What follows belongs to an exercise in optimizing a design on an open flow for small area, a short achievable clock period and few clock cycles per item; a production flow would make more cautious choices.
Function was checked by simulation only, so behaviour that the tests miss may differ from the original.
Power is estimated from default activity; no workload was simulated.

## flow/flow/run.sh

```bash
#!/bin/bash
set -euo pipefail
export SETUP_SLACK_MARGIN=6.5
export BUFFER_PORTS_ARGS="-buffer_cell sky130_fd_sc_hd__buf_1"
export CTS_ARGS="-sink_clustering_enable -repair_clock_nets -dont_use_dummy_load -sink_clustering_size 24 -sink_clustering_max_diameter 120 -buf_list {sky130_fd_sc_hd__clkbuf_16} -root_buf sky130_fd_sc_hd__clkbuf_16"
bash standard.sh > flow_standard.log 2>&1
```

## flow/standard.sh

```bash
#!/bin/bash
# synth_recipe.tcl (not shown) runs the flow's synth.tcl, then flattens the netlist and writes it again
# the make line also repeats each setting of config.mk as NAME=value (left out here)
make -C /OpenROAD-flow-scripts/flow DESIGN_CONFIG=/design/flow/config.mk WORK_HOME=/design/flow/orfs CLKGATE_MAP_FILE= SYNTH_SCRIPT=/design/flow/synth_recipe.tcl "${@:-finish}"
```

## flow/config.mk

```make
export PLATFORM = sky130hd
export DESIGN_NAME = roce_pkt_gen_top
export DESIGN_NICKNAME = roce_pkt_gen_top
export VERILOG_FILES = /design/flow/design.v
export SDC_FILE = /design/flow/constraint.sdc
export NUM_CORES = 4
export LEC_CHECK = 0
export ABC_AREA = 1
export CAP_MARGIN = 20
export CORE_AREA = 10 10 450 450
export DIE_AREA = 0 0 460 460
export PLACE_DENSITY = 0.75
export SLEW_MARGIN = 20
```

## flow/constraint.sdc

```tcl
create_clock -name core_clock -period 10.0 [get_ports {core_clk}]
set_input_delay 2.0000 -clock core_clock [delete_from_list [all_inputs] [get_ports {core_clk}]]
set_output_delay 2.0000 -clock core_clock [all_outputs]
set_load 0.01 [all_outputs]
```

## flow/design.v

```verilog
package gen_ctrl_pkg;
  typedef struct packed {
    logic [47:0] dst_mac;
    logic [31:0] dst_ip;
    logic [23:0] base_psn;
  } qp_ctx_t;
  typedef enum logic [2:0] {
    IDLE,
    SEND,
    READ,
    WRITE,
    DONE
  } gen_phase_e;
endpackage
package roce_hdr_pkg;
  typedef enum logic [7:0] {
    SEND      = 8'h04,
    READ_RESP = 8'h10,
    ACK       = 8'h11
  } frame_kind_e;
  typedef struct packed {
    logic [47:0] dst_mac;
    logic [47:0] src_mac;
    logic [15:0] ethertype;
  } eth_hdr_t;
  typedef struct packed {
    logic [7:0]  ver_ihl;
    logic [7:0]  tos;
    logic [15:0] total_len;
    logic [15:0] ident;
    logic [15:0] flags_frag;
    logic [7:0]  ttl;
    logic [7:0]  protocol;
    logic [15:0] checksum;
    logic [31:0] src_ip;
    logic [31:0] dst_ip;
  } ipv4_hdr_t;
  typedef struct packed {
    logic [15:0] src_port;
    logic [15:0] dst_port;
    logic [15:0] length;
    logic [15:0] checksum;
  } udp_hdr_t;
  typedef struct packed {
    logic [7:0]  opcode;
    logic [7:0]  flags;
    logic [15:0] pkey;
    logic [7:0]  rsvd0;
    logic [23:0] dst_qp;
    logic [7:0]  rsvd1;
    logic [23:0] psn;
  } bth_t;
  typedef struct packed {
    eth_hdr_t    eth;
    ipv4_hdr_t   ipv4;
    udp_hdr_t    udp;
    bth_t        bth;
    logic [31:0] aeth;
  } roce_hdr_t;
endpackage
module qp_context_table (
  input  logic                     core_clk,
  input  logic                     core_aresetn,
  input  logic                     we_i,
  input  logic [2-1:0]     wr_idx_i,
  input  gen_ctrl_pkg::qp_ctx_t    wr_ctx_i,
  output logic [4-1:0]     vld_o,
  output logic [4*104-1:0] ctx_o
);
  localparam int CTX_W = 104;   
  for (genvar i = 0; i < 4; i++) begin : g_entry
    always_ff @(posedge core_clk) begin
      if (we_i && (wr_idx_i == 2'(i))) begin
        ctx_o[i*CTX_W +: CTX_W] <= wr_ctx_i;
      end
    end
    always_ff @(posedge core_clk or negedge core_aresetn) begin
      if (!core_aresetn) begin
        vld_o[i] <= 1'b0;
      end else if (we_i && (wr_idx_i == 2'(i))) begin
        vld_o[i] <= 1'b1;
      end
    end
  end
endmodule
module roce_pkt_gen_top (
  input  logic                    core_clk,
  input  logic                    core_aresetn,
  input  logic                    start_i,
  input  logic [47:0]             src_mac_i,
  input  logic [31:0]             src_ip_i,
  input  logic                    cfg_we_i,
  input  logic [2-1:0]    cfg_qp_i,
  input  logic [47:0]             cfg_mac_i,
  input  logic [31:0]             cfg_ip_i,
  input  logic [23:0]             cfg_psn_i,
  input  logic [512-1:0]      wqe_tdata_i,
  input  logic                    wqe_tvalid_i,
  input  logic                    tx_tready_i,
  output logic [512-1:0]      tx_tdata_o,
  output logic [64-1:0]  tx_tkeep_o,
  output logic                    tx_tvalid_o,
  output logic                    tx_tlast_o,
  output logic                    post_rd_wqe_o,
  output logic                    post_wr_wqe_o,
  output logic                    send_done_o,
  output logic                    read_done_o,
  output logic                    write_done_o
);
  function automatic logic [15:0] oc_add(input logic [15:0] a, input logic [15:0] b);
    logic [15:0] p, g, gp, pp, gn, pn;
    logic [15:0] c;
    p  = a ^ b;
    g  = a & b;
    gp = g;
    pp = p;
    for (int d = 1; d < 16; d = d * 2) begin
      gn = gp;
      pn = pp;
      for (int i = d; i < 16; i++) begin
        gn[i] = gp[i] | (pp[i] & gp[i-d]);
        pn[i] = pp[i] & pp[i-d];
      end
      gp = gn;
      pp = pn;
    end
    c[0] = gp[15];
    for (int i = 1; i < 16; i++) begin
      c[i] = gp[i-1] | (pp[i-1] & gp[15]);
    end
    oc_add = p ^ c;
  endfunction
  function automatic logic [23:0] add24(input logic [23:0] a, input logic [23:0] b);
    logic [23:0] p, g, gp, pp, gn, pn;
    p  = a ^ b;
    g  = a & b;
    gp = g;
    pp = p;
    for (int d = 1; d < 24; d = d * 2) begin
      gn = gp;
      pn = pp;
      for (int i = d; i < 24; i++) begin
        gn[i] = gp[i] | (pp[i] & gp[i-d]);
        pn[i] = pp[i] & pp[i-d];
      end
      gp = gn;
      pp = pn;
    end
    add24 = p ^ {gp[22:0], 1'b0};
  endfunction
  logic [3:0]            tbl_vld;
  logic [4*104-1:0]      tbl_ctx;
  gen_ctrl_pkg::qp_ctx_t cfg_ctx;
  assign cfg_ctx = {cfg_mac_i, cfg_ip_i, cfg_psn_i};
  qp_context_table i_qp_context_table (
    .core_clk     (core_clk),
    .core_aresetn (core_aresetn),
    .we_i         (cfg_we_i),
    .wr_idx_i     (cfg_qp_i),
    .wr_ctx_i     (cfg_ctx),
    .vld_o        (tbl_vld),
    .ctx_o        (tbl_ctx)
  );
  logic        started_q;
  logic        tvalid_q;
  logic        last_q;      
  logic [4:0]  fcnt_q;      
  logic [2:0]  beat_q;      
  logic [4:0]  nf_q;        
  logic [4:0]  rcnt_q;      
  logic        pend_q;      
  logic        dfull_q;     
  logic        post_rd_q;
  logic        post_wr_q;
  logic [23:0] dqp_q;
  logic [23:0] dpsn_q;
  logic cur_send, cur_read, accept, ld, same;
  assign cur_send = ~fcnt_q[4] & ~fcnt_q[3];
  assign cur_read = ~fcnt_q[4] &  fcnt_q[3];
  assign accept   = tvalid_q & tx_tready_i;
  assign ld       = ~tvalid_q | tx_tready_i;    
  assign same     = tvalid_q & ~last_q;         
  logic n_send, n_read, n_ok, start_frame;
  assign n_send      = ~nf_q[4] & ~nf_q[3];
  assign n_read      = ~nf_q[4] &  nf_q[3];
  assign n_ok        = started_q & ks_ok_q & ~(nf_q[4] & nf_q[3]) & (n_send | dfull_q);
  assign start_frame = ld & ~same & n_ok;
  logic       tvalid_d;
  logic [4:0] nf_d;
  assign tvalid_d = ~ld | same | n_ok;
  assign nf_d     = start_frame ? nf_q + 5'd1 : nf_q;
  logic arrive, dfull_d, pend_n, can_req;
  assign arrive  = wqe_tvalid_i & pend_q;
  assign dfull_d = arrive | (dfull_q & ~(start_frame & ~n_send));
  assign pend_n  = pend_q & ~arrive;
  assign can_req = started_q & ~rcnt_q[4] & ~pend_n &
                   (~dfull_d | (~tvalid_d & (nf_q[4] | nf_q[3] | (start_frame & (nf_q[2:0] == 3'd7)))));
  logic       k_send, k_read, k_last;
  logic [2:0] k_idx;
  logic [2:0] k_beat;
  assign k_send = same ? cur_send : n_send;
  assign k_read = same ? cur_read : n_read;
  assign k_idx  = same ? fcnt_q[2:0] : nf_q[2:0];
  assign k_beat = same ? beat_q + 3'd1 : 3'd0;
  assign k_last = same ? (cur_send ? (k_beat == 3'd2) : (k_beat == 3'd4)) : ~n_send & ~n_read;
  always_ff @(posedge core_clk or negedge core_aresetn) begin
    if (!core_aresetn) begin
      started_q <= 1'b0;
      tvalid_q  <= 1'b0;
      last_q    <= 1'b0;
      fcnt_q    <= '0;
      beat_q    <= '0;
      nf_q      <= '0;
      rcnt_q    <= '0;
      pend_q    <= 1'b0;
      dfull_q   <= 1'b0;
      post_rd_q <= 1'b0;
      post_wr_q <= 1'b0;
    end else begin
      started_q <= started_q | start_i;
      tvalid_q  <= tvalid_d;
      if (ld) begin
        last_q <= k_last;
      end
      if (accept) begin
        fcnt_q <= fcnt_q + 5'(last_q);
        beat_q <= last_q ? 3'd0 : beat_q + 3'd1;
      end
      nf_q      <= nf_d;
      rcnt_q    <= can_req ? rcnt_q + 5'd1 : rcnt_q;
      pend_q    <= pend_n | can_req;
      dfull_q   <= dfull_d;
      post_rd_q <= can_req & ~rcnt_q[3];
      post_wr_q <= can_req &  rcnt_q[3];
    end
  end
  always_ff @(posedge core_clk) begin
    if (arrive) begin
      dqp_q  <= {wqe_tdata_i[47*8 +: 8],
                 wqe_tdata_i[(47+1)*8 +: 8],
                 wqe_tdata_i[(47+2)*8 +: 8]};
      dpsn_q <= {wqe_tdata_i[51*8 +: 8],
                 wqe_tdata_i[(51+1)*8 +: 8],
                 wqe_tdata_i[(51+2)*8 +: 8]};
    end
  end
  logic [1:0]  dsel;
  logic [1:0]  sel0, sel1, sel_d;
  logic [3:0]  soh_d;
  logic [3:0]  soh_q;
  logic [31:0] dip_d;
  logic [31:0] dip_q;
  assign dsel  = arrive ? wqe_tdata_i[(47+2)*8 +: 2] : dqp_q[1:0];
  assign sel0  = n_send ? nf_q[1:0] : dsel;
  assign sel1  = (nf_q[4:3] == 2'b00 && nf_q[2:0] != 3'd7) ? nf_q[1:0] + 2'd1 : dsel;
  assign sel_d = start_frame ? sel1 : sel0;
  always_comb begin
    dip_d = '0;
    for (int e = 0; e < 4; e++) begin
      soh_d[e] = tbl_vld[e] & (sel_d == 2'(e));
      dip_d    = dip_d | ({32{soh_d[e]}} & tbl_ctx[e*104 + 24 +: 32]);
    end
  end
  always_ff @(posedge core_clk) begin
    soh_q <= soh_d;
    dip_q <= dip_d;
  end
  logic [47:0] rd_mac;
  logic [23:0] rd_psn;
  always_comb begin
    rd_mac = '0;
    rd_psn = '0;
    for (int e = 0; e < 4; e++) begin
      rd_mac = rd_mac | ({48{soh_q[e]}} & tbl_ctx[e*104 + 56 +: 48]);
      rd_psn = rd_psn | ({24{soh_q[e]}} & tbl_ctx[e*104 +: 24]);
    end
  end
  logic [15:0] csum_k, ks_x, ks_c, cs_x, cs_c;
  logic [31:0] sip_q;
  logic [15:0] ks_q;
  logic        sip_ok_q, ks_ok_q;
  logic [15:0] csum;
  assign csum_k = n_send ? 16'h959b : n_read ? 16'h964f : 16'h954f;
  assign ks_x = csum_k ^ sip_q[31:16] ^ sip_q[15:0];
  assign ks_c = (csum_k & sip_q[31:16]) | (csum_k & sip_q[15:0]) | (sip_q[31:16] & sip_q[15:0]);
  always_ff @(posedge core_clk) begin
    sip_q <= src_ip_i;
    ks_q  <= oc_add(ks_x, {ks_c[14:0], ks_c[15]});
  end
  always_ff @(posedge core_clk or negedge core_aresetn) begin
    if (!core_aresetn) begin
      sip_ok_q <= 1'b0;
      ks_ok_q  <= 1'b0;
    end else begin
      sip_ok_q <= 1'b1;
      ks_ok_q  <= sip_ok_q;
    end
  end
  assign cs_x = ks_q ^ dip_q[31:16] ^ dip_q[15:0];
  assign cs_c = (ks_q & dip_q[31:16]) | (ks_q & dip_q[15:0]) | (dip_q[31:16] & dip_q[15:0]);
  assign csum = ~oc_add(cs_x, {cs_c[14:0], cs_c[15]});
  logic [15:0]  ip_len;
  logic [7:0]   opcode;
  logic [23:0]  h_qp;
  logic [23:0]  h_psn;
  logic [431:0] hdr_be;    
  assign ip_len = n_send ? 16'd124 : n_read ? 16'd304 : 16'd48;
  assign opcode = n_send ? 8'h04 : n_read ? 8'h10 : 8'h11;
  assign h_qp   = n_send ? 24'(nf_q[1:0]) : dqp_q;
  assign h_psn  = n_send ? add24(rd_psn, 24'(nf_q[2:0])) : dpsn_q;
  assign hdr_be = {rd_mac, src_mac_i, 16'h0800,
                   8'h45, 8'hb8, ip_len, 16'h5555, 16'h4000, 8'hba, 8'h11, csum,
                   src_ip_i, dip_q,
                   16'h6851, 16'h12b7, 16'(ip_len - 16'd20), 16'h0000,
                   opcode, 8'h30, 16'h666f, 8'h05, h_qp, 8'h00, h_psn};
  logic [7:0]         pay, cur_pay, e_pay;
  logic               e_b0, e_send, e_read, e_last;
  logic [2:0]         e_beat;
  logic [15:0]        e_ip_len;
  logic [7:0]         e_opcode;
  logic [431:0]       hdr_s_be;
  logic [512-1:0] tdata_q;
  logic [2:0]         keep_q;
  assign pay     = {3'b000, k_read, 4'(k_idx) + 4'd1};
  assign cur_pay = {3'b000, cur_read, 4'(fcnt_q[2:0]) + 4'd1};
  assign e_b0    = ld ? ~same  : (beat_q == 3'd0);
  assign e_send  = ld ? k_send : cur_send;
  assign e_read  = ld ? k_read : cur_read;
  assign e_beat  = ld ? k_beat : beat_q;
  assign e_last  = ld ? k_last : last_q;
  assign e_pay   = ld ? pay    : cur_pay;
  assign e_ip_len = e_send ? 16'd124 : e_read ? 16'd304 : 16'd48;
  assign e_opcode = e_send ? 8'h04 : e_read ? 8'h10 : 8'h11;
  assign hdr_s_be = {48'h0, src_mac_i, 16'h0800,
                     8'h45, 8'hb8, e_ip_len, 16'h5555, 16'h4000, 8'hba, 8'h11, 16'h0000,
                     src_ip_i, 32'h0,
                     16'h6851, 16'h12b7, 16'(e_ip_len - 16'd20), 16'h0000,
                     e_opcode, 8'h30, 16'h666f, 8'h05, 24'h0, 8'h00, 24'h0};
  for (genvar j = 0; j < 64; j++) begin : g_lane
    if (j < 6 || (j >= 24 && j < 26) || (j >= 30 && j < 34) || (j >= 47 && j < 54 && j != 50)) begin : g_data
      always_ff @(posedge core_clk) begin
        if (ld) begin
          tdata_q[j*8 +: 8] <= same ? pay : hdr_be[(53-j)*8 +: 8];
        end
      end
    end else if (j < 54) begin : g_hdr
      always_ff @(posedge core_clk) begin
        tdata_q[j*8 +: 8] <= e_b0 ? hdr_s_be[(53-j)*8 +: 8] : e_pay;
      end
    end else if (j < 58) begin : g_aeth
      always_ff @(posedge core_clk) begin
        tdata_q[j*8 +: 8] <= (e_b0 & ~e_send) ? 8'h00 : e_pay;
      end
    end else if (j < 62) begin : g_icrc
      always_ff @(posedge core_clk) begin
        tdata_q[j*8 +: 8] <= (e_read & (e_beat == 3'd4)) ? 8'h00 : e_pay;
      end
    end else begin : g_pay
      always_ff @(posedge core_clk) begin
        tdata_q[j*8 +: 8] <= e_pay;
      end
    end
  end
  always_ff @(posedge core_clk) begin
    keep_q <= {~e_last, ~(e_last & ~e_read), ~(e_last & e_send)};
  end
  assign tx_tdata_o    = tdata_q;
  assign tx_tkeep_o    = {{2{keep_q[2]}}, {4{keep_q[1]}}, {52{keep_q[0]}}, 6'h3f};
  assign tx_tlast_o    = last_q;
  assign tx_tvalid_o   = tvalid_q;
  assign post_rd_wqe_o = post_rd_q;
  assign post_wr_wqe_o = post_wr_q;
  assign send_done_o   = fcnt_q[4] | fcnt_q[3];
  assign read_done_o   = fcnt_q[4];
  assign write_done_o  = fcnt_q[4] & fcnt_q[3];
endmodule
```

==> reports/qor.yml, run 1 <==
status:
  run_status: "finished clean"
setup_path:
  critPathMaxFanout: 11
  endpoint_kind: "flop"
  cp-start-kind: "primary input"
  ff2ff_path_depth: 15
  rr_endpoint: "tx_tdata_o[49]"
  critical_path_class: "primary input to flop"
  worstReg2RegStart: "tvalid_q"
  crit_required_ps: 10490
  arrival_ps: 3990
  r2r_setup_slack_ps: 6670
worst_hold_path:
  hold_depth: 0
  min-delay-path-class: "flop to flop"
  min_to: "ks_ok_q"
  worstHoldStart: "sip_ok_q"
sta:
  holdWs_ps: 364
  slew_violations: 0
  tns_ps: 0
  hold_viol_final: 0
  layout_worst_path_cycle_share_pct: 35.0
  period_minus_slack_ps: 3500
  worstMarginPinSlew_ps: 970
  finClkSkew_ps: 95.9
  slew-limit-headroom_pct: 35.0
  finalSetupViolCount: 0
  clock.fmax_mhz: 286
  rsz0062_at_grt: "true"
clocking:
  clk_latency_ps: 680
  cts_tree: "built"
  clock_sinks: 841
  clk_pin_slew_ps: 100
  h-tree-depth: 2
  cts_buffer_depth: 3
  cts_root_buffer: "clkbuf_16"
  postCtsHoldBufs: 0
  cts-buffers-inserted: 46
detailed_routing:
  vias_per_cell: 3.85
  drt-initial-drc-count: 1952
  wl_mm: 144
  ant_nets: 0
  drc: 0
  first_pass_iters: 5
  vias: 24200
  wl_per_cell_um: 22.9
layout:
  postLayoutCoreUtil_pct: 21.3
  layout.nets: 4514
  drive_above_1_share_pct: 6.75
  fill_cells: 20700
  area_growth_pct: 16.6
die:
  die-area_mm2: 0.212
  start_util_pct: 18.3
  die_w_um: 460
  coreArea_mm2: 0.193
  die-height_um: 460
  ios: 1287
  row_count: 161
placement:
  place_hpwl_mm: 110
  gp_congestion: 0.875
  port_buffers: 730
grt:
  grt_use_total_pct: 12.7
  grt_pass1_wl_mm: 189
  antenna_found_initial: 80
  grt.overflow.total: 0
  grt_start_max_net_pins: 106
  grt_pass1_vias: 23600
yosys:
  yosysUniqueCellTypes: 50
  synth_edf_count: 608
  netlist_instances: 3204
  syn_area_mm2: 0.0352
  ys_seq_area_share_pct: 65.5
  synth_seq_cells: 841
  yosysWarnings: 2
  synth_flop_cell: "edfxtp_1"
  async_reset_ff_share_pct: 3.69
  syn_area_per_cell_um2: 11.0
power:
  power_density_mw_per_mm2: 206
  power.leakage_nw: 16.1
  max-vdd-ir-drop_mv: 0.135
flow_run:
  drv_cap: 0
==> power breakdown <==
group / internal (W) / total (W) / switching, W
sequential: 0.00413 / 0.00438 / 0.000241
combinational: 0.000657 / 0.00215 / 0.00149
clock: 0.000817 / 0.00193 / 0.00111
total: 0.00561 / 0.00845 / 0.00284
==> cell families (layout without fill, tap and decap cells) <==
kind of cell	Yosys count	after routing	share of synthesized area [%]
and+or+nand+nor	1309	1314	15.2
DFF	841	841	65.5
buffers and inverters	721	1154	11.3
AOI/OAI and AO/OA	242	242	4.48
adders and majority gates	75	75	3.11
xor gates and xnor gates	14	14	0.348
other	2	124	0.0213
==> worst max-delay path, stage by stage <==
cell and delay, ps:
buf_1 130, nor2_4 280, clkinvlp_4 290, o21ai_4 380, clkinvlp_4 150, buf_4 200
nor2_4 300, nor2_1 210
==> layout make-up <==
type | instances | area [um2] | share of cell area (%)
sequential | 841 | 23100 | 56.3
multi-input combinational | 1738 | 8790 | 21.4
timing repair buffer | 788 | 3530 | 8.59
timing repair inverter | 4 | 22.5 | 0.0548
clock buffer | 46 | 1150 | 2.80
inverter | 316 | 1210 | 2.94
tap | 2526 | 3160 | 7.70
antenna | 31 | 77.6 | 0.189
==> routing by layer <==
metal,part of all wire (%),vias to the layer above,GRT usage [%]
li1,-,11200,-
met1,36,11500,13.8
met2,47,1167,21.4
met4,7.4,48,8.18
met5,0.21,-,0
met3,9.9,255,4.19
==> placed cells by master, fill, tap and decap left out, types with 38 or more instances in the layout <==
cell,count
nand2_1,838
buf_1,676
edfxtp_1,608
inv_1,302
nor2_1,237
dfxtp_1,185
nand3_1,117
conb_1,93
o21ai_0,73
a22o_1,64
ha_1,52
a21oi_1,50
clkbuf_16,47
nand4_1,38
==> worst max path at each step <==
stage / start / endpoint / slack, ps / depth (start not counted)
after floorplan: tx_tready_i / tx_tdata_o[209] / 4730 / 7
after global placement: tx_tready_i / tx_tdata_o[65] / 3280 / 7
after detailed placement: tx_tready_i / tx_tdata_o[65] / 3280 / 7
after CTS: fcnt_q[4] / read_done_o / 6460 / 2
after global routing: nf_q[4] / ks_q[1] / 6440 / 17
final: tx_tready_i / tx_tdata_o[49] / 6500 / 8
==> state kept, by name (all words and copies together), names as in the netlist, 3 cells and up <==
signal                    cells
nf_q                          5
i_qp_context_table.ctx_o    416
sip_q                        32
soh_q                         4
dqp_q                        24
beat_q                        3
dpsn_q                       24
rcnt_q                        5
tx_tdata_o                  259
ks_q                         16
fcnt_q                        5
keep_q                        3
i_qp_context_table.vld_o      4
dip_q                        32
==> stage by stage <==
step	cells	worst slack (ps)	cell area (um2)	total power, W
2_1_floorplan	3295	4730	35700	0.00566
6_report	6290	6500	41100	0.00845
3_3_place_gp	6172	3280	39000	0.00651
3_5_place_dp	6172	3280	39000	0.00653
4_1_cts	6249	6460	40800	0.00859
5_1_grt	6276	6440	41000	0.00894
==> Yosys cell counts (2+ instances only) <==
library cell / number / area, um2
nand2_1: 851 / 3190
edfxtp_1: 608 / 18300
buf_4: 323 / 2420
inv_1: 310 / 1160
nor2_1: 242 / 908
dfxtp_1: 202 / 4040
nand3_1: 118 / 591
o21ai_0: 80 / 400
a22o_1: 64 / 561
ha_1: 54 / 676
a21oi_1: 50 / 250
clkbuf_1: 47 / 176
nand4_1: 38 / 238
dfrtp_1: 31 / 776
nor3_1: 28 / 140
buf_2: 25 / 125
fa_1: 21 / 420
a41oi_1: 18 / 158
or2_2: 10 / 62.6
xor2_1: 9 / 78.8
buf_1: 7 / 26.3
o21ai_1: 7 / 35.0
xnor2_1: 5 / 43.8
nor2_4: 4 / 45.0
o211ai_1: 4 / 30.0
o21bai_1: 4 / 30.0
buf_6: 3 / 33.8
inv_2: 3 / 11.3
nand3b_1: 3 / 22.5
nor2_2: 3 / 18.8
o22ai_1: 3 / 18.8
a211oi_1: 2 / 15.0
a21boi_0: 2 / 15.0
a21o_1: 2 / 15.0
conb_1: 2 / 7.51
inv_4: 2 / 12.5
nand2_2: 2 / 12.5
nand2_4: 2 / 22.5
nand3_2: 2 / 20.0
nand3_4: 2 / 35.0
o21a_1: 2 / 15.0
==> repair_timing <==
action	in CTS	in global routing
gates resized for setup	105	44
gates cloned	9	1
pin swaps	6	6
setup endpoints to repair	634	292
endpoints found under the hold margin	0	0
setup buffers	22	8
Testbench counts, summed over its fixed seeds: cycles 2,987, frames 768.
==> run 2: changes to the inputs <==
==> flow/flow/run.sh (replaced) <==
#!/bin/bash
set -euo pipefail
export SETUP_SLACK_MARGIN=6.6
export BUFFER_PORTS_ARGS="-buffer_cell sky130_fd_sc_hd__buf_1"
export CTS_ARGS="-sink_clustering_enable -repair_clock_nets -dont_use_dummy_load -sink_clustering_size 24 -sink_clustering_max_diameter 120 -buf_list {sky130_fd_sc_hd__clkbuf_16} -root_buf sky130_fd_sc_hd__clkbuf_16"
bash standard.sh > flow_standard.log 2>&1
--- a/flow/config.mk
+++ b/flow/config.mk
@@ -5,7 +5,6 @@
 export SDC_FILE = /design/flow/constraint.sdc
 export NUM_CORES = 4
 export LEC_CHECK = 0
-export ABC_AREA = 1
 export CAP_MARGIN = 20
 export CORE_AREA = 10 10 450 450
 export DIE_AREA = 0 0 460 460
==> run 2 against run 1 <==
  * Still clean on timing, DRC and antenna
  * Clock power about the same
  * Register-to-register slack about the same
  * Sequential share of layout area increased by 1.1 points
  * Cell count decreased by 13%
  * Critical path depth decreased by 5
  * Largest cell class unchanged
  * Largest power group is now combinational logic
==> reports/qor.yml, run 2 <==
yosys:
  yosysWarnings: 2  # unchanged
  synth_commonest_cells: "608 x edfxtp_1, 318 x buf_4, 202 x dfxtp_1, 187 x nand2_1, 158 x a22oi_1"
  synth_compound_area_share_pct: 10.3  # +5.9 points
  synth_xor_area_share_pct: 1.69  # +1.3 points
  yosysTopAreaCell: "edfxtp_1"
  netlist_instances: 2360  # -26%
  yosysUniqueCellTypes: 64  # +28%
  synthMuxAreaShare_pct: 0.226  # +0.23 points
  synth_top_area_share_pct: 54.9  # +3.1 points
  yosysMostFrequentCell: "edfxtp_1"
  ys_seq_area_share_pct: 69.4  # +3.9 points
  syn_area_mm2: 0.0332  # -5.6%
  async_reset_ff_share_pct: 3.69  # unchanged
  synth.area.top_cells: "edfxtp_1 55%, dfxtp_1 12%, buf_4 7.2%"
  synth_edf_count: 608  # unchanged
  synth_top_family_by_area: "compound AO/OA/AOI/OAI gates"
  synth_fa_ha_area_share_pct: 3.45  # +0.33 points
  synth_seq_cells: 841  # unchanged
  synth_flop_cell: "edfxtp_1"
  synthSimpleGateAreaFrac_pct: 5.66  # -9.5 points
  syn_area_per_cell_um2: 14.1  # +28%
sta:
  slew_violations: 0  # unchanged
  rsz0062_at_grt: "true"
  period_minus_slack_ps: 3430  # -65.0 ps
  clock.fmax_mhz: 291  # +1.9%
  tns_ps: 0  # unchanged
  slew-limit-headroom_pct: 26.7  # -8.2 points
  finalSetupViolCount: 0  # unchanged
  setup_slack_ps: 6570  # +65.0 ps
  layout_worst_path_cycle_share_pct: 34.3  # -0.65 points
  hold_viol_final: 0  # unchanged
  finClkSkew_ps: 110  # +14.3 ps
  worstMarginPinSlew_ps: 1100  # +128 ps
layout:
  largest_register: "i_qp_context_table.ctx_o"
  fill_cells: 20400  # -1.3%
  postLayoutCoreUtil_pct: 20.9  # -0.39 points
  area_growth_pct: 21.3
  final_common_cell: "buf_1"
  largest_reg_flops: 416  # unchanged
  stdcell_count: 5486  # -13%
  final_area_mm2: 0.0403  # -1.8%
  layout.nets: 3705  # -18%
  final_cell_mix: "664 x buf_1, 608 x edfxtp_1, 177 x dfxtp_1"
  drive_above_1_share_pct: 14.1  # +7.3 points
die:
  row_count: 161  # unchanged
  start_util_pct: 17.3  # -1.0 points
  die_w_um: 460  # unchanged
  coreArea_mm2: 0.193  # unchanged
  die-area_mm2: 0.212  # unchanged
  ios: 1287  # unchanged
  die-height_um: 460  # unchanged
detailed_routing:
  drt-initial-drc-count: 1956  # +0.20%
  vias: 21600  # -11%
  first_pass_iters: 5  # unchanged
  wl_mm: 138  # -4.0%
  drc: 0  # unchanged
  ant_nets: 0  # unchanged
  wl_per_cell_um: 25.2  # +10%
  vias_per_cell: 3.93  # +2.2%
placement:
  port_buffers: 730  # unchanged
  dp.cells: 5323  # -14%
  place_area_mm2: 0.0374  # -4.2%
  place_ws_ps: 3440  # +159 ps
  gp_congestion: 0.834  # -4.7%
  place_hpwl_mm: 99.3  # -9.4%
clocking:
  cts_buffer_depth: 3  # unchanged
  clock_sinks: 841  # unchanged
  clk_pin_slew_ps: 110  # about the same
  clk_latency_ps: 660  # -20 ps
  h-tree-depth: 2  # unchanged
  postCtsHoldBufs: 0  # unchanged
  cts_root_buffer: "clkbuf_16"
  cts-buffers-inserted: 47  # +2.2%
  cts_tree: "built"
grt:
  antenna_found_initial: 105  # +31%
  grt_pass1_vias: 20800  # -12%
  grt_use_total_pct: 12.1  # -0.66 points
  grt_pass1_wl_mm: 178  # -6.0%
  grt.overflow.total: 0  # unchanged
  grt_start_max_net_pins: 70  # -34%
worst_hold_path:
  min-delay-path-class: "flop to flop"
status:
  run_status: "finished clean"
setup_path:
  critical_path_class: "flop to output pin"
  endpoint_kind: "output pin"
  critPathMaxFanout: 4  # -7
  arrival_ps: 1430  # -2560 ps
  crit_required_ps: 8000  # -2490 ps
  cp-start-kind: "flop"
power:
  max-vdd-ir-drop_mv: 0.167  # +24%
  power.leakage_nw: 14.0  # -13%
  power_density_mw_per_mm2: 348  # +69%
flow_run:
  drv_cap: 0  # unchanged
-- run 2: what timing repair did --
item | in CTS | in global routing
pin swaps | 11 | 26
hold endpoints to repair | 0 | 0
setup buffers | 38 | 21
resized for setup | 166 | 70
endpoints found under the setup margin | 653 | 148
gates cloned | 14 | 7
-- run 2: critical path, cell delays in order, from the launching register on --
cell and delay [ps]:
dfrtp_1 430, nor2_2 170, inv_2 60, buf_6 130
-- run 2: final timing paths --
check                              from               to  slack [ps]  depth (start not counted)
setup reg to reg               dip_q[2]  tx_tdata_o[194]        6680                         10
hold reg to reg                sip_ok_q          ks_ok_q         360                          0
max in group asynchronous  core_aresetn         tvalid_q        7950                          1
min in group asynchronous  core_aresetn          dfull_q        1440                          1
setup / recovery              fcnt_q[3]      send_done_o        6570                          3
hold / removal                 sip_ok_q          ks_ok_q         360                          0
-- run 2: cell type report --
class                           instances  area, um2  share of cell area (%)
Multi-Input combinational cell       1136       8280                    20.5
Timing Repair Buffer                  837       4210                    10.4
Timing Repair inverter                  2       12.5                  0.0310
Antenna cell                           36       90.1                   0.223
Tap cell                             2526       3160                    7.84
Clock buffer                           47       1180                    2.92
Inverter                               61        249                   0.618
Sequential cell                       841      23200                    57.4
-- run 2: cell families after synthesis --
kind of cell               Yosys count
DFF                                841
AOI/OAI and AO/OA                  492
buffers and inverters              479
and+or+nand+nor                    395
adders and majority gates           80
xor gates and xnor gates            64
muxes                                7
other                                2
-- run 2: report_power, final --
group,switching [W],leakage [nW],internal [W]
registers,0.000580,7.80,0.00472
logic,0.00435,5.59,0.00245
clock network,0.00110,0.579,0.000835
total,0.00603,14.0,0.00800
-- run 2: per-layer routing --
layer | track usage, % | part of all wire [%] | routed length [um] | vias up
met3 | 3.80 | 10 | 14300 | 246
met1 | 13.2 | 35 | 47900 | 10700
met5 | 0 | 0.24 | 325 | -
li1 | - | - | - | 9326
met4 | 6.89 | 6.2 | 8550 | 54
met2 | 20.6 | 49 | 67200 | 1240
-- run 2: through the flow --
stage	power (W)	hold WS (ps)
3_5_place_dp	0.0113	335
4_1_cts	0.0138	361
5_1_grt	0.0148	371
2_1_floorplan	0.00923	331
6_report	0.0140	357
3_3_place_gp	0.0112	332
==> run 3: changes to the inputs <==
==> flow/flow/run.sh (replaced) <==
#!/bin/bash
set -euo pipefail
export SETUP_SLACK_MARGIN=6.7
export BUFFER_PORTS_ARGS="-buffer_cell sky130_fd_sc_hd__buf_1"
export CTS_ARGS="-sink_clustering_enable -repair_clock_nets -dont_use_dummy_load -sink_clustering_size 24 -sink_clustering_max_diameter 120 -buf_list {sky130_fd_sc_hd__clkbuf_16} -root_buf sky130_fd_sc_hd__clkbuf_16"
bash standard.sh > flow_standard.log 2>&1
==> run 3 against run 2 <==
  * Total power is 8.7% higher
  * Combinational power rose by 18%
  * Count of clock-buffer cells in the layout did not move
  * Routed wire length is 2.6% higher
  * Critical endpoint is now tx_tkeep_o[11]
  * Largest cell class unchanged
  * Highest routed layer unchanged
==> reports/qor.yml, run 3 <==
setup_path:
  critPathMaxFanout: 7  # +3
  cp-start-kind: "flop"
  worstPathCellList: "buf_12 > clkbuf_16 > buf_6"
  crit_buf_inv: 3  # +1
  critPathTopFamily: "flip-flops"
  crit_required_ps: 8000  # about the same
  endpoint_kind: "output pin"
  critical_path_class: "flop to output pin"
  worstReg2RegStart: "nf_q[4]"
  arrival_ps: 1520  # +90 ps
  ff2ff_path_depth: 13  # +3
  r2r_setup_slack_ps: 6740  # +60 ps
  rr_endpoint: "ks_q[14]"
  cp_slowest_stage_delay_ps: 460  # +30 ps
  slowest_stage: "dfxtp_4"
yosys:
  syn_area_per_cell_um2: 14.1  # unchanged
  synth_edf_count: 608  # unchanged
  ys_seq_area_share_pct: 69.4  # unchanged
  yosysMostFrequentCell: "edfxtp_1"
  synth_fa_ha_area_share_pct: 3.45  # unchanged
  synthSimpleGateAreaFrac_pct: 5.66  # unchanged
  yosysTopAreaCell: "edfxtp_1"
  netlist_instances: 2360  # unchanged
  yosysUniqueCellTypes: 64  # unchanged
  synth_top_family_by_area: "compound AO/OA/AOI/OAI gates"
  syn_area_mm2: 0.0332  # unchanged
  synth_compound_area_share_pct: 10.3  # unchanged
  synth_xor_area_share_pct: 1.69  # unchanged
  synthMuxAreaShare_pct: 0.226  # unchanged
  synth_seq_cells: 841  # unchanged
  synth_commonest_cells: "608 x edfxtp_1, 318 x buf_4, 202 x dfxtp_1, 187 x nand2_1, 158 x a22oi_1"
  synth_flop_cell: "edfxtp_1"
  synth.area.top_cells: "edfxtp_1 55%, dfxtp_1 12%, buf_4 7.2%"
  yosysWarnings: 2  # unchanged
  async_reset_ff_share_pct: 3.69  # unchanged
  synth_top_area_share_pct: 54.9  # unchanged
worst_hold_path:
  min-delay-path-class: "flop to flop"
  worstHoldStart: "sip_ok_q"
  hold_depth: 0  # unchanged
  min_to: "ks_ok_q"
die:
  ios: 1287  # unchanged
  die_w_um: 460  # unchanged
  die-area_mm2: 0.212  # unchanged
  start_util_pct: 17.3  # unchanged
  row_count: 161  # unchanged
  die-height_um: 460  # unchanged
  coreArea_mm2: 0.193  # unchanged
sta:
  worstMarginPinSlew_ps: 1150  # +54.5 ps
  hold_viol_final: 0  # unchanged
  slew-limit-headroom_pct: 22.8  # -3.9 points
  period_minus_slack_ps: 3520  # +93.1 ps
  rsz0062_at_grt: "true"
  finalSetupViolCount: 0  # unchanged
  tns_ps: 0  # unchanged
  layout_worst_path_cycle_share_pct: 35.2  # +0.93 points
  clock.fmax_mhz: 284  # -2.6%
  slew_violations: 0  # unchanged
  finClkSkew_ps: 111  # +0.912 ps
clocking:
  cts-buffers-inserted: 47  # unchanged
  h-tree-depth: 2  # unchanged
  cts_tree: "built"
  cts_buffer_depth: 3  # unchanged
  postCtsHoldBufs: 0  # unchanged
  clk_pin_slew_ps: 90  # -20 ps
  clock_sinks: 841  # unchanged
  clk_latency_ps: 700  # +40 ps
  cts_root_buffer: "clkbuf_16"
power:
  power_density_mw_per_mm2: 355  # +2.1%
  power.leakage_nw: 15.5  # +11%
  max-vdd-ir-drop_mv: 0.208  # +25%
layout:
  largest_register: "i_qp_context_table.ctx_o"
  final_cell_mix: "608 x edfxtp_1, 441 x buf_1, 215 x buf_6"
  drive_above_1_share_pct: 24.3  # +10 points
  layout.nets: 3760  # +1.5%
  area_growth_pct: 29.1
  largest_reg_flops: 416  # unchanged
  final_common_cell: "edfxtp_1"
  stdcell_count: 5534  # +0.87%
detailed_routing:
  vias: 21800  # +1.0%
  wl_per_cell_um: 25.6  # +1.8%
  first_pass_iters: 5  # unchanged
  drt-initial-drc-count: 2060  # +5.3%
  ant_nets: 0  # unchanged
  wl_mm: 142  # +2.6%
  vias_per_cell: 3.94  # +0.14%
  drc: 0  # unchanged
grt:
  grt.overflow.total: 0  # unchanged
  grt_start_max_net_pins: 106  # +51%
  antenna_found_initial: 110  # +4.8%
  grt_use_total_pct: 12.3  # +0.17 points
  grt_pass1_wl_mm: 180  # +1.2%
  grt_pass1_vias: 21200  # +2.2%
placement:
  place_hpwl_mm: 101  # +1.8%
  port_buffers: 730  # unchanged
  dp.cells: 5323  # unchanged
  gp_congestion: 0.854  # +2.4%
flow_run:
  drv_cap: 0  # unchanged
status:
  run_status: "finished clean"
-- run 3: where the power goes --
group | internal (W) | switching, W
Sequential | 0.00472 | 0.000538
Combinational | 0.00336 | 0.00468
Clock | 0.000834 | 0.00110
-- run 3: cell families (layout without fill, tap and decap cells) --
group	after synthesis	in the layout
AO/OA/AOI/OAI	492	492
XOR/XNOR	64	64
buffers and inverters	479	1004
other	2	122
multiplexers	7	7
flip-flops	841	841
adder cells (fa/ha/maj)	80	80
AND/OR/NAND/NOR	395	398
-- run 3: layout make-up --
type | instances | area [um2]
fill | 20200 | 150000
sequential | 841 | 23200
multi-input combinational | 1134 | 8360
timing repair buffer | 896 | 6740
tap | 2526 | 3160
clock buffer | 47 | 1180
inverter | 61 | 241
antenna | 29 | 72.6
-- run 3: layer usage --
metal,wire length [um],GRT usage [%]
met5,505,0
met4,11000,8.19
met2,66700,20.4
met1,48700,13.1
met3,15000,4.30
-- run 3: how the worst max path moves through the flow --
stage / end / start / slack (ps) / cells after the start
final: tx_tkeep_o[11] / keep_q[0] / 6480 / 3
after floorplan: tx_tdata_o[211] / tx_tready_i / 4460 / 7
after CTS: tx_tkeep_o[37] / keep_q[0] / 6430 / 3
after global placement: tx_tdata_o[138] / tx_tready_i / 4000 / 11
after detailed placement: tx_tdata_o[138] / tx_tready_i / 3900 / 11
after global routing: tx_tkeep_o[11] / keep_q[0] / 6400 / 3
-- run 3: what timing repair did --
| item | 4_1_cts | 5_1_grt |
|---|---|---|
| gates resized for setup | 618 | 168 |
| setup endpoints to repair | 787 | 302 |
| hold endpoints to repair | 0 | 0 |
| pin swaps | 16 | 70 |
| gates cloned | 20 | 8 |
| setup buffers | 69 | 38 |
-- run 3: metrics by stage --
stage                     hold WS (ps)  power (W)  util, %  setup slack (ps)  instance area [um2]
after floorplan                    331    0.00925        -              4460                34300
after global placement             332     0.0113     19.4              4000                37400
after detailed placement           340     0.0114     19.4              3900                37400
after CTS                          362     0.0148     21.7              6430                41800
after global routing               364     0.0160     22.3              6400                42900
final                              359     0.0152     22.3              6480                42900
==> run 4: changes to the inputs <==
==> flow/flow/run.sh (replaced) <==
#!/bin/bash
set -euo pipefail
export SETUP_SLACK_MARGIN=6.8
export BUFFER_PORTS_ARGS="-buffer_cell sky130_fd_sc_hd__buf_1"
export CTS_ARGS="-sink_clustering_enable -repair_clock_nets -dont_use_dummy_load -sink_clustering_size 24 -sink_clustering_max_diameter 120 -buf_list {sky130_fd_sc_hd__clkbuf_16} -root_buf sky130_fd_sc_hd__clkbuf_16"
bash standard.sh > flow_standard.log 2>&1
==> run 4 against run 3 <==
  * Worst setup slack gained 33 ps
  * Via count is 1.8% higher
  * Non-clock buffer count up 38
  * Global-route usage rose by 0.23 points
  * Sequential power is 1% higher
  * Largest cell class unchanged
==> reports/qor.yml, run 4 <==
status:
  run_status: "finished clean"
yosys:
  synth_flop_cell: "edfxtp_1"
  yosysUniqueCellTypes: 64  # unchanged
  ys_seq_area_share_pct: 69.4  # unchanged
  synth_top_family_by_area: "compound AO/OA/AOI/OAI gates"
  yosysWarnings: 2  # unchanged
  netlist_instances: 2360  # unchanged
  yosysMostFrequentCell: "edfxtp_1"
  synth_commonest_cells: "608 x edfxtp_1, 318 x buf_4, 202 x dfxtp_1, 187 x nand2_1, 158 x a22oi_1"
  async_reset_ff_share_pct: 3.69  # unchanged
  syn_area_per_cell_um2: 14.1  # unchanged
  synthSimpleGateAreaFrac_pct: 5.66  # unchanged
  yosysTopAreaCell: "edfxtp_1"
  synth_compound_area_share_pct: 10.3  # unchanged
  synth_seq_cells: 841  # unchanged
  syn_area_mm2: 0.0332  # unchanged
  synth_xor_area_share_pct: 1.69  # unchanged
  synthMuxAreaShare_pct: 0.226  # unchanged
  synth_fa_ha_area_share_pct: 3.45  # unchanged
  synth.area.top_cells: "edfxtp_1 55%, dfxtp_1 12%, buf_4 7.2%"
  synth_top_area_share_pct: 54.9  # unchanged
  synth_edf_count: 608  # unchanged
sta:
  finalSetupViolCount: 0  # unchanged
  worstMarginPinSlew_ps: 982  # -171 ps
  clock.fmax_mhz: 286  # +0.94%
  finClkSkew_ps: 129  # +18.3 ps
  period_minus_slack_ps: 3490  # -32.7 ps
  holdWs_ps: 371  # +12.4 ps
  layout_worst_path_cycle_share_pct: 34.9  # -0.33 points
  rsz0062_at_grt: "true"
  slew_violations: 0  # unchanged
  hold_viol_final: 0  # unchanged
  tns_ps: 0  # unchanged
  slew-limit-headroom_pct: 34.6  # +12 points
grt:
  grt.overflow.total: 0  # unchanged
  grt_start_max_net_pins: 64  # -40%
  grt_pass1_vias: 21500  # +1.4%
  antenna_found_initial: 93  # -15%
  grt_pass1_wl_mm: 184  # +2.1%
  grt_use_total_pct: 12.5  # +0.23 points
setup_path:
  crit_required_ps: 8000  # about the same
  arrival_ps: 1490  # -30 ps
  crit_cells: 2  # -1
  worstReg2RegStart: "soh_q[2]"
  cp_slowest_stage_delay_ps: 460  # about the same
  endpoint_kind: "output pin"
  cp-startpoint: "fcnt_q[3]"
  ff2ff_path_depth: 9  # -4
  rr_endpoint: "tx_tdata_o[410]"
  critPathTopFamily: "flip-flops"
  critPathMaxFanout: 4  # -3
  cp-start-kind: "flop"
  slowest_stage: "dfrtp_2"
  critical_path_class: "flop to output pin"
  worstPathCellList: "and2_4 > buf_12"
  endpoint: "write_done_o"
  r2r_setup_slack_ps: 6680  # -60 ps
  crit_buf_inv: 1  # -2
clocking:
  clock_sinks: 841  # unchanged
  cts_root_buffer: "clkbuf_16"
  h-tree-depth: 2  # unchanged
  clk_latency_ps: 710  # about the same
  postCtsHoldBufs: 0  # unchanged
  cts-buffers-inserted: 47  # unchanged
  clk_pin_slew_ps: 100  # about the same
  cts_buffer_depth: 3  # unchanged
  cts_tree: "built"
die:
  die-area_mm2: 0.212  # unchanged
  die-height_um: 460  # unchanged
  row_count: 161  # unchanged
  ios: 1287  # unchanged
  start_util_pct: 17.3  # unchanged
  die_w_um: 460  # unchanged
  coreArea_mm2: 0.193  # unchanged
layout:
  stdcell_count: 5574  # +0.72%
  largest_reg_flops: 416  # unchanged
  layout.nets: 3797  # +0.98%
  final_common_cell: "edfxtp_1"
  fill_cells: 19900  # -1.8%
  final_cell_mix: "608 x edfxtp_1, 296 x buf_6, 275 x buf_1"
  area_growth_pct: 34.2
  largest_register: "i_qp_context_table.ctx_o"
  drive_above_1_share_pct: 32.6  # +8.2 points
detailed_routing:
  vias: 22200  # +1.8%
  first_pass_iters: 5  # unchanged
  vias_per_cell: 3.98  # +1.1%
  ant_nets: 0  # unchanged
  drt-initial-drc-count: 2156  # +4.7%
  wl_mm: 146  # +2.6%
  drc: 0  # unchanged
  wl_per_cell_um: 26.1  # +1.9%
power:
  power.leakage_nw: 16.6  # +6.6%
  total_power_w: 0.0162  # +6.2%
  max-vdd-ir-drop_mv: 0.205  # -1.5%
  power_density_mw_per_mm2: 363  # +2.2%
placement:
  place_hpwl_mm: 99.0  # -2.1%
  dp.cells: 5326  # +0.056%
  port_buffers: 730  # unchanged
  gp_congestion: 0.836  # -2.0%
worst_hold_path:
  min-delay-path-class: "flop to flop"
flow_run:
  drv_cap: 0  # unchanged
[run 4: cell count changes in the layout (fill, tap and decap cells not counted), moves of 24 or more]
cell      change
buf_1       -166
buf_6        +81
buf_2        +54
dfxtp_1      -29
buf_4        +26
clkbuf_2     +26
dfxtp_4      +24
[run 4: cell type report]
class / count / area (um2) / area share, %
Sequential cell: 841 / 23300 / 52.1
Multi-Input combinational cell: 1133 / 8630 / 19.3
Timing Repair Buffer: 934 / 8040 / 18.0
Tap cell: 2526 / 3160 / 7.08
Clock buffer: 47 / 1180 / 2.64
Inverter: 61 / 263 / 0.589
Antenna cell: 32 / 80.1 / 0.179
[run 4: power by group]
group          switching [W]  total [W]  internal [W]
sequential          0.000565    0.00532       0.00476
combinational        0.00492    0.00892       0.00400
clock                0.00111    0.00195      0.000834
[run 4: per-stage QoR]
step	area [um2]	setup WS [ps]	util (%)
floorplan	34300	4460	-
global placement	37500	3990	19.5
detailed placement	37500	3970	19.5
CTS	43000	6440	22.3
global route	44600	6450	23.2
finish	44600	6510	23.2
[run 4: how the worst min path moves through the flow]
stage	from	to	slack [ps]	cells past startpoint
floorplan	sip_ok_q	ks_ok_q	330	0
global placement	sip_ok_q	ks_ok_q	330	0
detailed placement	sip_ok_q	ks_ok_q	350	0
CTS	sip_ok_q	ks_ok_q	370	0
global route	sip_ok_q	ks_ok_q	390	0
finish	sip_ok_q	ks_ok_q	370	0
[run 4: cells by family after synthesis]
logic type / after synthesis
simple gates: 395
mux: 7
compound gates: 492
fa+ha+maj: 80
xor+xnor: 64
flops: 841
buf+inv: 479
other cells: 2
[run 4: layer usage]
| metal | up-vias | routed length (um) | GRT usage [%] |
|---|---|---|---|
| met1 | 11100 | 51500 | 13.8 |
| met3 | 309 | 13500 | 3.81 |
| met4 | 62 | 9320 | 7.16 |
| met5 | - | 378 | 0 |
| li1 | 9527 | - | - |
| met2 | 1204 | 70900 | 21.2 |
[run 4: repair_timing]
item	CTS	global route
pin swaps	35	68
buffers inserted	83	57
cloned	19	10
setup endpoints to repair	975	508
gates resized for setup	952	236
==> run 5: changes to the inputs <==
==> flow/flow/run.sh (replaced) <==
#!/bin/bash
set -euo pipefail
export SETUP_SLACK_MARGIN=6.5
export BUFFER_PORTS_ARGS="-buffer_cell sky130_fd_sc_hd__buf_1"
export CTS_ARGS="-sink_clustering_enable -repair_clock_nets -dont_use_dummy_load -sink_clustering_size 24 -sink_clustering_max_diameter 120 -buf_list {sky130_fd_sc_hd__clkbuf_16} -root_buf sky130_fd_sc_hd__clkbuf_16"
bash standard.sh > flow_standard.log 2>&1
==> run 5 against run 4 <==
  * Maximum frequency decreased by 1.2%
  * Final area down 11%
  * Largest power group unchanged
  * Register-to-register slack lost 130 ps
  * Sequential share of layout area grew 6.0 points
  * Via count down 3.6%
  * Hold slack worse by 11 ps
  * Sequential power hardly changed
  * Clock power barely moved
  * Core utilization down 2.5 points
  * Critical path type unchanged
==> reports/qor.yml, run 5 <==
layout:
  fill_cells: 20500  # +3.1%
  largest_register: "i_qp_context_table.ctx_o"
  stdcell_count: 5465  # -2.0%
  final_cell_mix: "717 x buf_1, 608 x edfxtp_1, 186 x dfxtp_1"
  layout.nets: 3682  # -3.0%
  final_common_cell: "buf_1"
  drive_above_1_share_pct: 10.7  # -22 points
  area_growth_pct: 19.6
  largest_reg_flops: 416  # unchanged
grt:
  grt.overflow.total: 0  # unchanged
  grt_util_met2_pct: 20.3  # -0.89 points
  grt_busiest_layer: "met2"
  antenna_found_initial: 99  # +6.5%
  grt_start_max_net_pins: 64  # unchanged
  use_met3_pct: 4.26  # +0.44 points
  grt_use_met1_pct: 12.9  # -0.88 points
  grt_use_total_pct: 12.0  # -0.45 points
  grt_pass1_wl_mm: 177  # -3.7%
  grt_pass1_vias: 20400  # -5.1%
yosys:
  syn_area_mm2: 0.0332  # unchanged
  yosysMostFrequentCell: "edfxtp_1"
  synth_seq_cells: 841  # unchanged
  synth_flop_cell: "edfxtp_1"
  yosysWarnings: 2  # unchanged
  synth_commonest_cells: "608 x edfxtp_1, 318 x buf_4, 202 x dfxtp_1, 187 x nand2_1, 158 x a22oi_1"
  netlist_instances: 2360  # unchanged
  yosysTopAreaCell: "edfxtp_1"
  yosysUniqueCellTypes: 64  # unchanged
  ys_seq_area_share_pct: 69.4  # unchanged
  synth_edf_count: 608  # unchanged
  synth_top_area_share_pct: 54.9  # unchanged
  synth.area.top_cells: "edfxtp_1 55%, dfxtp_1 12%, buf_4 7.2%"
  async_reset_ff_share_pct: 3.69  # unchanged
  syn_area_per_cell_um2: 14.1  # unchanged
detailed_routing:
  drc: 0  # unchanged
  vias: 21400  # -3.6%
  first_pass_iters: 5  # unchanged
  wl_mm: 138  # -5.6%
  ant_nets: 0  # unchanged
  vias_per_cell: 3.91  # -1.7%
  drt-initial-drc-count: 2156  # unchanged
  wl_per_cell_um: 25.2  # -3.7%
setup_path:
  crit_required_ps: 8000  # about the same
  cp-start-kind: "flop"
  critical_path_class: "flop to output pin"
  arrival_ps: 1530  # +40 ps
  r2r_setup_slack_ps: 6550  # -130 ps
  endpoint_kind: "output pin"
  critPathMaxFanout: 3  # -1
die:
  coreArea_mm2: 0.193  # unchanged
  row_count: 161  # unchanged
  ios: 1287  # unchanged
  die-height_um: 460  # unchanged
  start_util_pct: 17.3  # unchanged
  die_w_um: 460  # unchanged
  die-area_mm2: 0.212  # unchanged
sta:
  rsz0062_at_grt: "true"
  clock.fmax_mhz: 283  # -1.2%
  slew-limit-headroom_pct: 30.0  # -4.5 points
  slew_violations: 0  # unchanged
  hold_viol_final: 0  # unchanged
  worstMarginPinSlew_ps: 1050  # +65.7 ps
  holdWs_ps: 361  # -10.7 ps
  period_minus_slack_ps: 3530  # +43.1 ps
  tns_ps: 0  # unchanged
  layout_worst_path_cycle_share_pct: 35.3  # +0.43 points
  finalSetupViolCount: 0  # unchanged
  setup_slack_ps: 6470  # -43.1 ps
  finClkSkew_ps: 104  # -25.0 ps
clocking:
  cts_tree: "built"
  clk_latency_ps: 670  # -40 ps
  cts_root_buffer: "clkbuf_16"
  clock_sinks: 841  # unchanged
  clk_pin_slew_ps: 100  # about the same
  cts-buffers-inserted: 48  # +2.1%
  postCtsHoldBufs: 0  # unchanged
  h-tree-depth: 2  # unchanged
  cts_buffer_depth: 3  # unchanged
power:
  p_int_w: 0.00780  # -19%
  max-vdd-ir-drop_mv: 0.242  # +18%
  p_seq_share_pct: 38.4  # +5.5 points
  total_power_w: 0.0138  # -15%
  power.leakage_nw: 13.6  # -18%
  combPwrFrac_pct: 47.4  # -7.7 points
  power_density_mw_per_mm2: 348  # -4.1%
  sw_frac_of_total_pct: 43.6  # +2.9 points
  clockPowerShare_pct: 14.2  # +2.2 points
  p_sw_w: 0.00604  # -8.5%
placement:
  place_hpwl_mm: 102  # +3.3%
  port_buffers: 730  # unchanged
  place_ws_ps: 3900  # -64.2 ps
  gp_congestion: 0.850  # +1.6%
  dp.cells: 5328  # +0.038%
worst_hold_path:
  min-delay-path-class: "flop to flop"
flow_run:
  drv_cap: 0  # unchanged
status:
  run_status: "finished clean"
-- run 5: power groups by stage --
| stage | Sequential [W] | Combinational (W) | Clock, W |
|---|---|---|---|
| floorplan | 0.00535 | 0.00387 | 0 |
| global placement | 0.00537 | 0.00609 | 0 |
| detailed placement | 0.00540 | 0.00611 | 0 |
| CTS | 0.00534 | 0.00651 | 0.00204 |
| global route | 0.00539 | 0.00709 | 0.00215 |
| finish | 0.00531 | 0.00657 | 0.00197 |
-- run 5: layer usage --
layer  wire (um)  up-vias
met2       66200     1177
met4        8880       66
met1       47400    10600
met5         438        -
li1            -     9297
met3       14500      246
-- run 5: final cells by class --
class,instances,area (um2),area share [%]
Timing Repair Buffer,819,3870,9.73
Tap cell,2526,3160,7.95
Clock buffer,48,1200,3.02
Antenna cell,38,95.1,0.239
Inverter,61,238,0.598
Multi-Input combinational cell,1132,8090,20.3
Sequential cell,841,23100,58.1
-- run 5: cell families (layout without fill, tap and decap cells) --
logic type	after synthesis	count (layout)	synth area share, %
flip-flops	841	841	69.4
AO/OA/AOI/OAI	492	492	10.3
buffers and inverters	479	928	9.19
AND/OR/NAND/NOR	395	396	5.66
adder cells (fa/ha/maj)	80	80	3.45
XOR/XNOR	64	64	1.69
multiplexers	7	7	0.226
other	2	131	0.0226
-- run 5: worst paths after layout --
path                         startpoint           end  depth (start not counted)
max in group asynchronous  core_aresetn       nf_q[4]                          1
max                           fcnt_q[4]  write_done_o                          3
max reg2reg                     nf_q[3]      ks_q[15]                         12
min reg2reg                    sip_ok_q       ks_ok_q                          0
min in group asynchronous  core_aresetn     fcnt_q[3]                          1
min                            sip_ok_q       ks_ok_q                          0
-- run 5: critical path, cell delays in order (launching register included) --
cell and delay, ps:
dfrtp_1 430, buf_6 130, and2_4 150, buf_8 150
-- run 5: what timing repair did --
action,in CTS,in global routing
gates resized for setup,100,39
pin swaps,9,8
cloned,7,3
buffers inserted,27,14
endpoints found under the setup margin,569,103
-- run 5: per-stage QoR --
| stage | area, um2 | utilization [%] |
|---|---|---|
| finish | 39800 | 20.7 |
| global route | 39700 | 20.6 |
| CTS | 39400 | 20.4 |
| detailed placement | 37400 | 19.4 |
| global placement | 37400 | 19.4 |
| floorplan | 34100 | - |
==> run 6: changes to the inputs <==
==> flow/flow/run.sh (replaced) <==
#!/bin/bash
# The standard ORFS layout (standard.sh: standard synthesis, floorplan,
# placement, CTS, routing, finish), run with different optimisation settings:
#  - repair_timing aims for 6.6 ns of setup slack at the 10 ns clock, so that
#    the layout is sized for a short achieved period;
#  - every port still gets its own buffer, but the smallest one (buf_1);
#  - CTS clusters up to 24 sinks per clkbuf_16 leaf, without dummy loads.
# Each tool's full log is under orfs/logs/; the make output goes to
# flow_standard.log in this folder.
set -euo pipefail
export SETUP_SLACK_MARGIN=6.6
export BUFFER_PORTS_ARGS="-buffer_cell sky130_fd_sc_hd__buf_1"
export CTS_ARGS="-sink_clustering_enable -repair_clock_nets -dont_use_dummy_load -sink_clustering_size 24 -sink_clustering_max_diameter 120 -buf_list {sky130_fd_sc_hd__clkbuf_16} -root_buf sky130_fd_sc_hd__clkbuf_16"
bash standard.sh > flow_standard.log 2>&1
==> run 6 against run 5 <==
  * Worst setup slack improved by 100 ps
  * Flip-flop and latch count is the same
  * Via count grew 0.91%
  * Hold slack got worse by 3.0 ps
  * Register-to-register slack improved by 130 ps
  * Count of clock-buffer cells in the layout shrank 1
  * Synthesized cell count stayed put
  * Sequential share of layout area decreased by 0.71 points
  * Die area stayed put
  * First-iteration DRC count fell by 9.3%
  * Critical endpoint is now send_done_o
  * Largest cell class unchanged
==> reports/qor.yml, run 6 <==
yosys:
  yosysTopAreaCell: "edfxtp_1"
  yosysUniqueCellTypes: 64  # unchanged
  synth_flop_cell: "edfxtp_1"
  yosysMostFrequentCell: "edfxtp_1"
  ys_seq_area_share_pct: 69.4  # unchanged
  yosysWarnings: 2  # unchanged
  syn_area_per_cell_um2: 14.1  # unchanged
  synth_seq_cells: 841  # unchanged
  async_reset_ff_share_pct: 3.69  # unchanged
  synth_commonest_cells: "608 x edfxtp_1, 318 x buf_4, 202 x dfxtp_1, 187 x nand2_1, 158 x a22oi_1"
  synth.area.top_cells: "edfxtp_1 55%, dfxtp_1 12%, buf_4 7.2%"
  netlist_instances: 2360  # unchanged
  syn_area_mm2: 0.0332  # unchanged
  synth_top_area_share_pct: 54.9  # unchanged
  synth_edf_count: 608  # unchanged
sta:
  slew-limit-headroom_pct: 26.7  # -3.3 points
  worstMarginPinSlew_ps: 1100  # +51.0 ps
  tns_ps: 0  # unchanged
  finalSetupViolCount: 0  # unchanged
  layout_worst_path_cycle_share_pct: 34.3  # -1.0 points
  clock.fmax_mhz: 291  # +3.0%
  rsz0062_at_grt: "true"
  period_minus_slack_ps: 3430  # -103 ps
  finClkSkew_ps: 110  # +5.80 ps
  setup_slack_ps: 6570  # +103 ps
  hold_viol_final: 0  # unchanged
  slew_violations: 0  # unchanged
placement:
  port_buffers: 730  # unchanged
  gp_congestion: 0.834  # -1.9%
  place_ws_ps: 3440  # -468 ps
  place_hpwl_mm: 99.3  # -2.8%
grt:
  grt_pass1_wl_mm: 178  # +0.53%
  grt.overflow.total: 0  # unchanged
  antenna_found_initial: 105  # +6.1%
  grt_pass1_vias: 20800  # +1.6%
  grt_start_max_net_pins: 70  # +9.4%
  grt_use_total_pct: 12.1  # +0.054 points
clocking:
  cts_root_buffer: "clkbuf_16"
  cts_tree: "built"
  h-tree-depth: 2  # unchanged
  cts-buffers-inserted: 47  # -2.1%
  cts_buffer_depth: 3  # unchanged
  clock_sinks: 841  # unchanged
  clk_latency_ps: 660  # about the same
  clk_pin_slew_ps: 110  # about the same
detailed_routing:
  ant_nets: 0  # unchanged
  drc: 0  # unchanged
  wl_mm: 138  # +0.53%
  wl_per_cell_um: 25.2  # +0.14%
  drt-initial-drc-count: 1956  # -9.3%
  first_pass_iters: 5  # unchanged
  vias_per_cell: 3.93  # +0.52%
  vias: 21600  # +0.91%
setup_path:
  arrival_ps: 1430  # -100 ps
  crit_required_ps: 8000  # about the same
  critical_path_class: "flop to output pin"
  endpoint_kind: "output pin"
  critPathMaxFanout: 4  # +1
  cp-start-kind: "flop"
  r2r_setup_slack_ps: 6680  # +130 ps
power:
  p_sw_w: 0.00603  # -0.20%
  sw_frac_of_total_pct: 43.0  # -0.67 points
  p_seq_share_pct: 37.8  # -0.6 points
  max-vdd-ir-drop_mv: 0.167  # -31%
  p_int_w: 0.00800  # +2.5%
  power.leakage_nw: 14.0  # +2.4%
  combPwrFrac_pct: 48.5  # +1.1 points
  power_density_mw_per_mm2: 348  # about the same
  clockPowerShare_pct: 13.8  # -0.4 points
layout:
  layout.nets: 3705  # +0.62%
  area_growth_pct: 21.3
  drive_above_1_share_pct: 14.1  # +3.4 points
  postLayoutCoreUtil_pct: 20.9  # +0.28 points
  largest_register: "i_qp_context_table.ctx_o"
  final_common_cell: "buf_1"
  final_cell_mix: "664 x buf_1, 608 x edfxtp_1, 177 x dfxtp_1"
  largest_reg_flops: 416  # unchanged
die:
  start_util_pct: 17.3  # unchanged
  ios: 1287  # unchanged
  coreArea_mm2: 0.193  # unchanged
  die-height_um: 460  # unchanged
  die-area_mm2: 0.212  # unchanged
  die_w_um: 460  # unchanged
  row_count: 161  # unchanged
worst_hold_path:
  min-delay-path-class: "flop to flop"
flow_run:
  drv_cap: 0  # unchanged
status:
  run_status: "finished clean"
[run 6: changes by cell type in the layout (fill, tap and decap cells not counted), sizes merged]
cell,before,now
and3,17,18
diode,38,36
and3b,1,3
nor2,59,60
buf,809,802
clkinvlp,2,4
clkbuf,52,76
[run 6: worst max-delay path, stage by stage, from the launching register on]
cell,delay (ps)
dfrtp_1,430
nor2_2,170
inv_2,60
buf_6,130
[run 6: layout make-up]
type,instances,area (um2)
tap,2526,3160
fill,20400,152000
sequential,841,23200
multi-input combinational,1136,8280
timing repair inverter,2,12.5
inverter,61,249
timing repair buffer,837,4210
antenna,36,90.1
clock buffer,47,1180
[run 6: routing by layer]
metal / wire length (um) / track usage (%) / vias to the layer above / share of wire [%]
met4: 8550 / 6.89 / 54 / 6.2
met1: 47900 / 13.2 / 10700 / 35
met5: 325 / 0 / - / 0.24
li1: - / - / 9326 / -
met3: 14300 / 3.80 / 246 / 10
met2: 67200 / 20.6 / 1240 / 49
[run 6: cell families after synthesis]
family	after synthesis	synth area share [%]
adder cells (fa/ha/maj)	80	3.45
multiplexers	7	0.226
XOR/XNOR	64	1.69
flip-flops	841	69.4
AO/OA/AOI/OAI	492	10.3
other	2	0.0226
AND/OR/NAND/NOR	395	5.66
buffers and inverters	479	9.19
[run 6: stage by stage]
step                      power (W)  cell area [um2]  cells  hold slack, ps
after detailed placement     0.0113            37400   5323             335
final                        0.0140            40300   5486             357
after global placement       0.0112            37400   5323             332
after CTS                    0.0138            39700   5422             361
after global routing         0.0148            40300   5469             371
after floorplan             0.00923            34200   2451             331
[run 6: timing repair]
| item | in CTS | in global routing |
|---|---|---|
| setup buffers | 38 | 21 |
| endpoints found under the setup margin | 653 | 148 |
| gates resized for setup | 166 | 70 |
| cloned | 14 | 7 |
| hold buffers | 0 | 0 |
| pin swaps | 11 | 26 |
[run 6: power groups by stage]
stage	logic, W	clock network [W]	registers (W)
finish	0.00680	0.00194	0.00530
CTS	0.00652	0.00201	0.00532
global placement	0.00584	0	0.00541
global route	0.00735	0.00211	0.00537
detailed placement	0.00585	0	0.00543
floorplan	0.00389	0	0.00535
[run 6: final timing paths]
kind / end / from / depth (start not counted)
worst max-delay path: send_done_o / fcnt_q[3] / 3
max in group asynchronous: tvalid_q / core_aresetn / 1
min in group asynchronous: dfull_q / core_aresetn / 1
worst max register to register: tx_tdata_o[194] / dip_q[2] / 10
worst min register to register: ks_ok_q / sip_ok_q / 0
worst min-delay path: ks_ok_q / sip_ok_q / 0

port drivers added, routing unchanged:
The results above use ideal ports. As a check the final layouts listed here were re-extracted and re-timed, cells and wires unchanged. Step 1: set_driving_cell puts a clkbuf_16 on core_clk and a buf_2 on each other input, an assumption about the parent block. Step 2, shift: input delay + t, output delay - t, t = (earliest + latest rising clock arrival at the registers) / 2. This alone moves slack from input paths to output paths. Three values: no drivers, after step 1, after step 2; two values: the first two.
run | t, ns | setup slack, ns | worst setup path after step 2 | clock arrival spread, ns | worst register clock-pin slew, ns
run 1 | 0.704 | 6.504 / 6.506 / 5.821 | input to register | 0.098 / 0.098 | 0.11 / 0.11
run 2 | 0.688 | 6.569 / 6.490 / 5.917 | input to register | 0.110 / 0.110 | 0.11 / 0.11
run 3 | 0.705 | 6.476 / 6.418 / 5.853 | input to register | 0.114 / 0.113 | 0.11 / 0.11
run 4 | 0.718 | 6.509 / 6.438 / 5.817 | input to register | 0.129 / 0.130 | 0.10 / 0.10
run 5 | 0.693 | 6.466 / 6.395 / 5.792 | input to register | 0.105 / 0.106 | 0.10 / 0.10
run 6 | 0.688 | 6.569 / 6.490 / 5.917 | input to register | 0.110 / 0.110 | 0.11 / 0.11
After both steps every run listed still meets setup and hold. For run 4, which loses most, drivers alone change the setup slack by -0.071 ns; drivers and shift together by -0.692 ns.
